From an optimization exercise on the open Yosys and OpenROAD flow, aimed at a short achievable clock period and few clock cycles; shortcuts taken in it are not production practice. The RTL was checked by simulation tests, not by an equivalence proof against the original design. Power is estimated from default activity; no workload was simulated.

<file path="flow/run.sh">
#!/bin/bash
# synth_recipe.tcl (not shown) runs the flow's synth.tcl, then flattens the netlist and writes it again
# the make line also repeats each setting of config.mk as NAME=value (left out here)
make -C /OpenROAD-flow-scripts/flow DESIGN_CONFIG=/design/flow/config.mk WORK_HOME=/design/flow/orfs CLKGATE_MAP_FILE= SYNTH_SCRIPT=/design/flow/synth_recipe.tcl finish
</file>
<file path="flow/constraint.sdc">
create_clock -name core_clock -period 6.0 [get_ports {clk}]
set_input_delay 1.2000 -clock core_clock [delete_from_list [all_inputs] [get_ports {clk}]]
set_output_delay 1.2000 -clock core_clock [all_outputs]
set_load 0.01 [all_outputs]
</file>
<file path="flow/config.mk">
export PLATFORM = sky130hd
export DESIGN_NAME = rv_core
export DESIGN_NICKNAME = rv_core
export VERILOG_FILES = /design/flow/design.v
export SDC_FILE = /design/flow/constraint.sdc
export NUM_CORES = 4
export LEC_CHECK = 0
export CAP_MARGIN = 20
export CORE_MARGIN = 2
export CORE_UTILIZATION = 40
export PLACE_DENSITY = 0.6
export SLEW_MARGIN = 20
</file>
<file path="flow/design.v">
`default_nettype none
package rv_pkg;
    localparam int xlen       = 32;
    localparam int count_w    = 40;
    localparam int reg_addr_w = 5;
    localparam logic [6:0] op_imm    = 7'b0010011;
    localparam logic [6:0] op_op     = 7'b0110011;
    localparam logic [6:0] op_lui    = 7'b0110111;
    localparam logic [6:0] op_auipc  = 7'b0010111;
    localparam logic [6:0] op_jal    = 7'b1101111;
    localparam logic [6:0] op_jalr   = 7'b1100111;
    localparam logic [6:0] op_branch = 7'b1100011;
    localparam logic [6:0] op_load   = 7'b0000011;
    localparam logic [6:0] op_store  = 7'b0100011;
    localparam logic [2:0] f3_add = 3'b000;
    localparam logic [2:0] f3_sll = 3'b001;
    localparam logic [2:0] f3_xor = 3'b100;
    localparam logic [2:0] f3_sra = 3'b101;
    localparam logic [2:0] f3_and = 3'b111;
    localparam logic [2:0] f3_beq = 3'b000;
    localparam logic [2:0] f3_bne = 3'b001;
    localparam logic [2:0] f3_blt = 3'b100;
    localparam logic [2:0] f3_bge = 3'b101;
    localparam logic [6:0] f7_base = 7'b0000000;
    localparam logic [6:0] f7_alt  = 7'b0100000;  
    typedef union packed {
        struct packed {
            logic [6:0]            funct7;
            logic [reg_addr_w-1:0] rs2;
            logic [reg_addr_w-1:0] rs1;
            logic [2:0]            funct3;
            logic [reg_addr_w-1:0] rd;
            logic [6:0]            opcode;
        } r;
        struct packed {
            logic [11:0]           imm;
            logic [reg_addr_w-1:0] rs1;
            logic [2:0]            funct3;
            logic [reg_addr_w-1:0] rd;
            logic [6:0]            opcode;
        } i;
        struct packed {
            logic [6:0]            imm_hi;
            logic [reg_addr_w-1:0] rs2;
            logic [reg_addr_w-1:0] rs1;
            logic [2:0]            funct3;
            logic [4:0]            imm_lo;
            logic [6:0]            opcode;
        } s;
        struct packed {
            logic [19:0]           imm;
            logic [reg_addr_w-1:0] rd;
            logic [6:0]            opcode;
        } u;
        struct packed {
            logic                  imm12;
            logic [5:0]            imm10_5;
            logic [reg_addr_w-1:0] rs2;
            logic [reg_addr_w-1:0] rs1;
            logic [2:0]            funct3;
            logic [3:0]            imm4_1;
            logic                  imm11;
            logic [6:0]            opcode;
        } b;
        struct packed {
            logic                  imm20;
            logic [9:0]            imm10_1;
            logic                  imm11;
            logic [7:0]            imm19_12;
            logic [reg_addr_w-1:0] rd;
            logic [6:0]            opcode;
        } j;
    } instr_t;
endpackage
`default_nettype wire
`timescale 1ns/100ps
`default_nettype none
import rv_pkg::*;
module rv_decode (
    input  wire rv_pkg::instr_t                 instr,
    output logic [6:0]                          opcode,
    output logic [2:0]                          funct3,
    output logic [6:0]                          funct7,
    output logic [rv_pkg::reg_addr_w-1:0]       rs1,
    output logic [rv_pkg::reg_addr_w-1:0]       rs2,
    output logic [rv_pkg::reg_addr_w-1:0]       rd,
    output logic [rv_pkg::xlen-1:0]             imm_i,
    output logic [rv_pkg::xlen-1:0]             imm_s,
    output logic [rv_pkg::xlen-1:0]             imm_u,
    output logic [rv_pkg::xlen-1:0]             imm_b,
    output logic [rv_pkg::xlen-1:0]             imm_j,
    output logic [rv_pkg::xlen-1:0]             shamt
);
    logic sign;
    assign sign = instr.r.funct7[6];  
    assign opcode = instr.r.opcode;
    assign funct3 = instr.r.funct3;
    assign funct7 = instr.r.funct7;
    assign rs1    = instr.r.rs1;
    assign rs2    = instr.r.rs2;
    assign rd     = instr.r.rd;
    assign imm_i = {{(xlen-12){sign}}, instr.i.imm};
    assign imm_s = {{(xlen-12){sign}}, instr.s.imm_hi, instr.s.imm_lo};
    assign imm_u = {instr.u.imm, 12'b0};
    assign imm_b = {{(xlen-13){sign}}, instr.b.imm12, instr.b.imm11,
                    instr.b.imm10_5, instr.b.imm4_1, 1'b0};
    assign imm_j = {{(xlen-21){sign}}, instr.j.imm20, instr.j.imm19_12,
                    instr.j.imm11, instr.j.imm10_1, 1'b0};
    assign shamt = {{(xlen-5){1'b0}}, instr.r.rs2};  
endmodule
`default_nettype wire
`timescale 1ns/100ps
`default_nettype none
import rv_pkg::*;
module rv_regfile #(
    parameter int mem_words = 262144
) (
    input  wire                            clk,
    input  wire                            rst,
    input  wire [rv_pkg::reg_addr_w-1:0]   rs1,
    input  wire [rv_pkg::reg_addr_w-1:0]   rs2,
    input  wire [rv_pkg::reg_addr_w-1:0]   rd,
    input  wire                            we,
    input  wire [rv_pkg::xlen-1:0]         wdata,
    output logic [rv_pkg::xlen-1:0]        rs1_val,
    output logic [rv_pkg::xlen-1:0]        rs2_val
);
    logic signed [xlen-1:0] regs [0:31];
    always_ff @(posedge clk) begin
        if (!rst) begin
            regs[0] <= '0;
            regs[2] <= xlen'(mem_words * 4);  
        end else if (we && rd != '0) begin
            regs[rd] <= wdata;
        end
    end
    assign rs1_val = regs[rs1];
    assign rs2_val = regs[rs2];
endmodule
`default_nettype wire
`timescale 1ns/100ps
`default_nettype none
import rv_pkg::*;
module rv_alu (
    input  wire [6:0]                  opcode,
    input  wire [2:0]                  funct3,
    input  wire [6:0]                  funct7,
    input  wire [rv_pkg::xlen-1:0]     pc,
    input  wire [rv_pkg::xlen-1:0]     rs1_val,
    input  wire [rv_pkg::xlen-1:0]     rs2_val,
    input  wire [rv_pkg::xlen-1:0]     imm_i,
    input  wire [rv_pkg::xlen-1:0]     imm_s,
    input  wire [rv_pkg::xlen-1:0]     imm_u,
    input  wire [rv_pkg::xlen-1:0]     imm_b,
    input  wire [rv_pkg::xlen-1:0]     imm_j,
    input  wire [rv_pkg::xlen-1:0]     shamt,
    output logic [rv_pkg::xlen-1:0]    rd_val,
    output logic [rv_pkg::xlen-1:0]    next_pc,
    output logic [rv_pkg::xlen-1:0]    mem_byte_addr,
    output logic                       writes_rd
);
    logic [xlen-1:0] pc_plus4;
    logic            taken;
    assign pc_plus4 = pc + xlen'(4);
    always_comb begin
        case (funct3)
            f3_beq:  taken = (rs1_val == rs2_val);
            f3_bne:  taken = (rs1_val != rs2_val);
            f3_blt:  taken = ($signed(rs1_val) < $signed(rs2_val));
            f3_bge:  taken = ($signed(rs1_val) >= $signed(rs2_val));
            default: taken = 1'b0;
        endcase
    end
    always_comb begin
        rd_val        = '0;
        next_pc       = pc_plus4;
        writes_rd     = 1'b1;
        mem_byte_addr = rs1_val + imm_i;  
        case (opcode)
            op_imm: begin
                case (funct3)
                    f3_add:  rd_val = rs1_val + imm_i;
                    f3_sll:  rd_val = rs1_val << shamt[4:0];
                    f3_xor:  rd_val = rs1_val ^ imm_i;
                    f3_sra:  rd_val = $signed(rs1_val) >>> shamt[4:0];
                    f3_and:  rd_val = rs1_val & imm_i;
                    default: rd_val = '0;
                endcase
            end
            op_op: begin
                if (funct3 == f3_add && funct7 == f7_alt) begin
                    rd_val = rs1_val - rs2_val;
                end else if (funct3 == f3_add && funct7 == f7_base) begin
                    rd_val = rs1_val + rs2_val;
                end else if (funct3 == f3_xor) begin
                    rd_val = rs1_val ^ rs2_val;
                end
            end
            op_lui:   rd_val = imm_u;
            op_auipc: rd_val = pc + imm_u;
            op_jal: begin
                rd_val  = pc_plus4;  
                next_pc = pc + imm_j;
            end
            op_jalr: begin
                rd_val  = pc_plus4;
                next_pc = (rs1_val + imm_i) & {{(xlen-1){1'b1}}, 1'b0};
            end
            op_branch: begin
                writes_rd = 1'b0;
                if (taken) begin
                    next_pc = pc + imm_b;
                end
            end
            op_load:  writes_rd = 1'b1;  
            op_store: begin
                writes_rd     = 1'b0;
                mem_byte_addr = rs1_val + imm_s;
            end
            default:  writes_rd = 1'b0;
        endcase
    end
endmodule
`default_nettype wire
`timescale 1ns/100ps
`default_nettype none
import rv_pkg::*;
module rv_control #(
    parameter int imem_addr_w = 15,
    parameter int dmem_addr_w = 18
) (
    input  wire                            clk,
    input  wire                            rst,
    input  wire [6:0]                      opcode,
    input  wire [rv_pkg::xlen-1:0]         rs1_val,
    input  wire [rv_pkg::xlen-1:0]         rs2_val,
    input  wire [rv_pkg::xlen-1:0]         rd_val,
    input  wire [rv_pkg::xlen-1:0]         next_pc,
    input  wire [rv_pkg::xlen-1:0]         mem_byte_addr,
    input  wire                            writes_rd,
    input  wire [rv_pkg::xlen-1:0]         dmem_rdata,
    output logic [rv_pkg::xlen-1:0]        pc,
    output logic [rv_pkg::xlen-1:0]        op_a,
    output logic [rv_pkg::xlen-1:0]        op_b,
    output logic [imem_addr_w-1:0]         imem_addr,
    output logic [dmem_addr_w-1:0]         dmem_addr,
    output logic [rv_pkg::xlen-1:0]        dmem_wdata,
    output logic                           dmem_we,
    output logic                           reg_we,
    output logic [rv_pkg::xlen-1:0]        rd_data,
    output logic                           halted,
    output logic [rv_pkg::count_w-1:0]     retired
);
    localparam logic [1:0] st_fetch   = 2'd0;
    localparam logic [1:0] st_operand = 2'd1;
    localparam logic [1:0] st_exec    = 2'd2;
    localparam logic [1:0] st_write   = 2'd3;
    logic [1:0]             state;
    logic [1:0]             wait_cnt;
    logic                   wb_en;
    logic                   exec_done;
    logic [imem_addr_w-1:0] fetch_word;
    assign fetch_word = pc[imem_addr_w+1:2];
    assign reg_we     = (state == st_write) && wb_en;
    always_comb begin
        case (opcode)
            op_load:  exec_done = (wait_cnt == 2'd2);
            op_store: exec_done = (wait_cnt == 2'd1);
            default:  exec_done = 1'b1;
        endcase
    end
    always_ff @(posedge clk) begin
        if (!rst) begin
            state     <= st_fetch;
            wait_cnt  <= '0;
            wb_en     <= 1'b0;
            pc        <= '0;
            imem_addr <= imem_addr_w'(1);  
            dmem_addr <= '0;
            dmem_we   <= 1'b0;
            halted    <= 1'b0;
            retired   <= '0;
        end else if (!halted) begin
            case (state)
                st_fetch: begin
                    if (wait_cnt == 2'd0) begin
                        if (fetch_word == imem_addr) begin
                            halted <= 1'b1;  
                        end
                        imem_addr <= fetch_word;
                        wait_cnt  <= 2'd1;
                    end else begin
                        wait_cnt <= 2'd0;
                        retired  <= retired + 1'b1;
                        state    <= st_operand;
                    end
                end
                st_operand: begin
                    op_a  <= rs1_val;
                    op_b  <= rs2_val;
                    state <= st_exec;
                end
                st_exec: begin
                    if (exec_done) begin
                        pc       <= next_pc;
                        wb_en    <= writes_rd;
                        rd_data  <= (opcode == op_load) ? dmem_rdata : rd_val;
                        dmem_we  <= 1'b0;
                        wait_cnt <= 2'd0;
                        state    <= st_write;
                    end else begin
                        wait_cnt <= wait_cnt + 2'd1;
                        if (wait_cnt == 2'd0) begin
                            dmem_addr  <= mem_byte_addr[dmem_addr_w+1:2];
                            dmem_wdata <= op_b;
                            dmem_we    <= (opcode == op_store);
                        end
                    end
                end
                default: begin
                    wb_en <= 1'b0;
                    state <= st_fetch;
                end
            endcase
        end
    end
endmodule
`default_nettype wire
`timescale 1ns/100ps
`default_nettype none
import rv_pkg::*;
module rv_core #(
    parameter int mem_words   = 262144,
    parameter int dmem_addr_w = 18,
    parameter int imem_addr_w = 15
) (
    input  wire                            clk,
    input  wire                            rst,
    output logic [imem_addr_w-1:0]         imem_addr,
    input  wire rv_pkg::instr_t            imem_data,
    output logic [dmem_addr_w-1:0]         dmem_addr,
    output logic [rv_pkg::xlen-1:0]        dmem_wdata,
    output logic                           dmem_we,
    input  wire [rv_pkg::xlen-1:0]         dmem_rdata,
    output logic                           halted,
    output logic [rv_pkg::count_w-1:0]     retired
);
    logic [6:0]            opcode;
    logic [2:0]            funct3;
    logic [6:0]            funct7;
    logic [reg_addr_w-1:0] rs1, rs2, rd;
    logic [xlen-1:0]       imm_i, imm_s, imm_u, imm_b, imm_j, shamt;
    logic [xlen-1:0]       rs1_val, rs2_val;
    logic [xlen-1:0]       op_a, op_b, pc;
    logic [xlen-1:0]       rd_val, next_pc, mem_byte_addr;
    logic                  writes_rd;
    logic                  reg_we;
    logic [xlen-1:0]       rd_data;
    rv_decode u_decode (
        .instr(imem_data), .opcode(opcode), .funct3(funct3), .funct7(funct7),
        .rs1(rs1), .rs2(rs2), .rd(rd),
        .imm_i(imm_i), .imm_s(imm_s), .imm_u(imm_u), .imm_b(imm_b), .imm_j(imm_j),
        .shamt(shamt)
    );
    rv_regfile #(.mem_words(mem_words)) u_regfile (
        .clk(clk), .rst(rst), .rs1(rs1), .rs2(rs2), .rd(rd),
        .we(reg_we), .wdata(rd_data), .rs1_val(rs1_val), .rs2_val(rs2_val)
    );
    rv_alu u_alu (
        .opcode(opcode), .funct3(funct3), .funct7(funct7), .pc(pc),
        .rs1_val(op_a), .rs2_val(op_b),  
        .imm_i(imm_i), .imm_s(imm_s), .imm_u(imm_u), .imm_b(imm_b), .imm_j(imm_j),
        .shamt(shamt), .rd_val(rd_val), .next_pc(next_pc),
        .mem_byte_addr(mem_byte_addr), .writes_rd(writes_rd)
    );
    rv_control #(
        .imem_addr_w(imem_addr_w),
        .dmem_addr_w(dmem_addr_w)
    ) u_control (
        .clk(clk), .rst(rst), .opcode(opcode),
        .rs1_val(rs1_val), .rs2_val(rs2_val), .rd_val(rd_val), .next_pc(next_pc),
        .mem_byte_addr(mem_byte_addr), .writes_rd(writes_rd), .dmem_rdata(dmem_rdata),
        .pc(pc), .op_a(op_a), .op_b(op_b),
        .imem_addr(imem_addr), .dmem_addr(dmem_addr), .dmem_wdata(dmem_wdata),
        .dmem_we(dmem_we), .reg_we(reg_we), .rd_data(rd_data),
        .halted(halted), .retired(retired)
    );
endmodule
`default_nettype wire
</file>
==> out/metrics.csv <==
metric,value,unit
die-width,425.2,um
syn_nets,5322,
path_class,flip-flop to flip-flop,
layout.nets,5428,
finalSetupTns,0,ns
coreArea,176100,um2
yosysWarnings,3,
first_global_vias,48418,
path_common_cell,a21oi_1,
finalCoreUtilization,45.84,%
cts_max_level,4,
grt_pass1_wl,355.7,mm
clk_latency,0.80,ns
worst_slew_pin_slew,1.260,ns
seq_area,36500,um2
worst_slack,1.032,ns
instances_no_fill,7651,
grt_antenna_before_repair,8,
hold_path_class,flip-flop to flip-flop,
dr.pass1.iters,7,
critPathLaunchType,flip-flop,
cts_hold_buf,0,
postCtsSetupBuffers,0,
critical-path-top-delay-family,compound AO/OA/AOI/OAI gates,
slew_headroom,16.02,%
crit_fanout,7,
ir_drop,284.3,uV
cp_data_arrival_time,5.50,ns
slowest_delay,0.53,ns
cp-end-kind,flip-flop,
status,no timing/DRC/antenna violations,
place_congestion,1.009,
power.total,22.97,mW
ant_nets,0,
dp.cells,7392,
slew_violations,0,
grt_usage,27.30,%
crit_required,6.53,ns
cts_resized,0,
via_per_inst,6.495,
fill_cells,15465,
synthArstFlopShare,0,%
crit_buf_inv,1,
synth_edf_count,1120,
syn_inst,5089,
cts_sinks,1263,
area_delta_synth_final,13.79,%
io_buffers,172,
rows,154,
cts_made_buffers,138,
dp_slack,0.6257,ns
hold_viol_final,0,
drt-total-wl,250.1,mm
vias,49697,
cts_buffer_depth,3,
pin_count,173,
wire_per_inst,32.68,um
yosysSeqAreaShare,51.44,%
die_area,180800,um2
layout_min_cycle_time,4.968,ns
cts_tree,yes,
ys_types,91,
path_clk_slew,0.06,ns
worstPathCellList,"buf_4, ha_1, fa_1, nor2b_1, o311ai_1, a21oi_1, a221o_1, a31oi_2, a31oi_1, o41a_1, a311oi_1, mux2i_1, a21oi_1, a211o_1",
start_util,40.29,%
ys_seq_elements,1263,
place_hpwl,162.1,mm
setup_viol,0,
drtIter0Drc,6207,
rsz0062_at_grt,false,
drv_cap,0,
grt_max_degree,106,
root_buffer,clkbuf_16,
syn_avg_cell_area,13.94,um2
synth_area,70950,um2
finalCritPeriodShare,82.80,%
clock_skew,0.03988,ns
overflow,0,
final_layout_size_suffix_gt1_share,23.12,%
clock.fmax,201.3,MHz
fp.dieH,425.2,um
cp_slowest_cell,edfxtp_1,
p_leak,24.04,nW
multi_input_area,32900,um2
powerDensity,284.6,nW/um2
ys.flop_type,edfxtp_1,
drc,0,
registers in the layout (all words and copies together) (netlist names):
register              count
u_control.dmem_wdata     32
u_control.op_b           32
u_control.imem_addr      15
u_control.wb_en           1
u_control.rd_data        32
u_regfile.regs         1024
u_control.state           2
u_control.pc             31
u_control.retired        40
u_control.dmem_addr      18
u_control.halted          1
u_control.op_a           32
u_control.wait_cnt        2
u_control.dmem_we         1
kinds of logic after synthesis:
kind of cell    Yosys count  share of synthesized area [%]
compound gates         1088                          9.876
xor+xnor                191                          2.358
fa+ha+maj               167                          3.009
buf+inv                 484                          2.614
flops                  1263                          51.44
mux                     833                          23.74
simple gates           1063                          6.962
metrics by stage:
step | cell area (um2) | hold WS [ns]
after floorplan | 70950 | 0.4264
after global placement | 76230 | 0.4444
after detailed placement | 76230 | 0.4483
after CTS | 80670 | 0.4568
after global routing | 80720 | 0.4651
final | 80730 | 0.4561
path summary, 6_finish.rpt:
check	startpoint	end	slack, ns	cells past startpoint
setup / recovery	u_control.op_a[0]$_DFFE_PP_	u_control.rd_data[30]$_DFFE_PP_	1.03	14
hold / removal	u_control.dmem_addr[0]$_SDFFE_PN0P_	u_control.dmem_addr[0]$_SDFFE_PN0P_	0.46	2
setup reg to reg	u_control.op_a[0]$_DFFE_PP_	u_control.rd_data[30]$_DFFE_PP_	1.03	14
hold reg to reg	u_control.dmem_addr[0]$_SDFFE_PN0P_	u_control.dmem_addr[0]$_SDFFE_PN0P_	0.46	2
metal layers:
layer  GRT usage [%]  vias to the layer above  routed length (um)
met3           5.080                      500               21730
met4           12.65                        6               13090
li1                -                    20744                   -
met1           36.33                    25754               97610
met2           43.44                     2693              117600
met5               0                        -                  37
power breakdown:
part,internal [mW],switching [mW]
Sequential,9.64,0.376
Clock,4.77,3.68
Combinational,1.64,2.86
synthesized netlist by cell type (79+ instances only):
| cell | n | area [um2] |
|---|---|---|
| mux2i_1 | 82 | 820.8 |
| edfxtp_1 | 1120 | 33630 |
| o21ai_0 | 269 | 1346 |
| mux4_2 | 672 | 15130 |
| mux2_2 | 79 | 889.6 |
| xnor2_1 | 84 | 735.7 |
| inv_1 | 97 | 364.1 |
| xor2_1 | 107 | 937.2 |
| ha_1 | 161 | 2014 |
| clkbuf_1 | 294 | 1104 |
| nor2_1 | 347 | 1303 |
| dfxtp_1 | 143 | 2863 |
| nand2_1 | 301 | 1130 |
| a21oi_1 | 309 | 1546 |
| nand3_1 | 79 | 395.4 |
area by class of cell:
type	count	area share, %
Sequential cell	1263	45.21
Multi-Input combinational cell	3342	40.76
Clock buffer	175	4.614
Timing Repair Buffer	351	4.433
Tap cell	2340	3.627
Clock inverter	78	0.8896
Inverter	99	0.4665
Antenna cell	3	0.009299
tightest hold or removal path, stage by stage (launching register included):
cell and delay, ns:
dfxtp_1 0.31, nand2_1 0.05, a21oi_1 0.05
layout by cell type, fill, tap and decap left out, drive strengths merged, types with 13 or more instances in the layout:
master         instances
a211oi                35
a21o                  60
a21oi                310
a221oi                34
a222oi                33
a22oi                 26
a31oi                 45
and2                  48
and3                  40
buf                  191
clkbuf               176
clkdlybuf4s50        159
clkinv                62
dfxtp                143
edfxtp              1120
ha                   161
inv                  105
mux2                  79
mux2i                 82
mux4                 672
nand2                301
nand2b                53
nand3                 79
nand4                 42
nor2                 349
nor2b                 25
nor3                  55
nor4                  13
o211ai                52
o21a                  24
o21ai                273
o21bai                31
o221ai                24
o22ai                 16
o31ai                 23
or3                   17
xnor2                 84
xor2                 107
Testbench counts, summed over its fixed seeds: cycles 388,666.

[afterwards: timing with drivers on the ports]
In the flow no input, the clock included, has a driving cell. The finished layout below was timed again as built, in two steps. Step 1 (the two cells are an assumption about what drives the block):
set clk [get_ports {clk}]
set_driving_cell -lib_cell sky130_fd_sc_hd__clkbuf_16 $clk
set_driving_cell -lib_cell sky130_fd_sc_hd__buf_2 [delete_from_list [all_inputs] $clk]
Step 2 adds t to the input delays and takes it off the output delays; t is the mean of the earliest and latest rising clock arrival at the registers after step 1. Input paths then give back, and output paths get back, about the clock's delay inside the block. a / b / c = ideal ports / drivers / drivers and shift; a / b = the first two.
t (ns): 0.857
setup WS [ns]: 1.032 / 1.032 / 0.429
cell pins on the clock port's net: 1
After both steps this run still meets setup and hold. For this run, drivers alone change the setup slack by 0.000 ns; drivers and shift together by -0.603 ns.
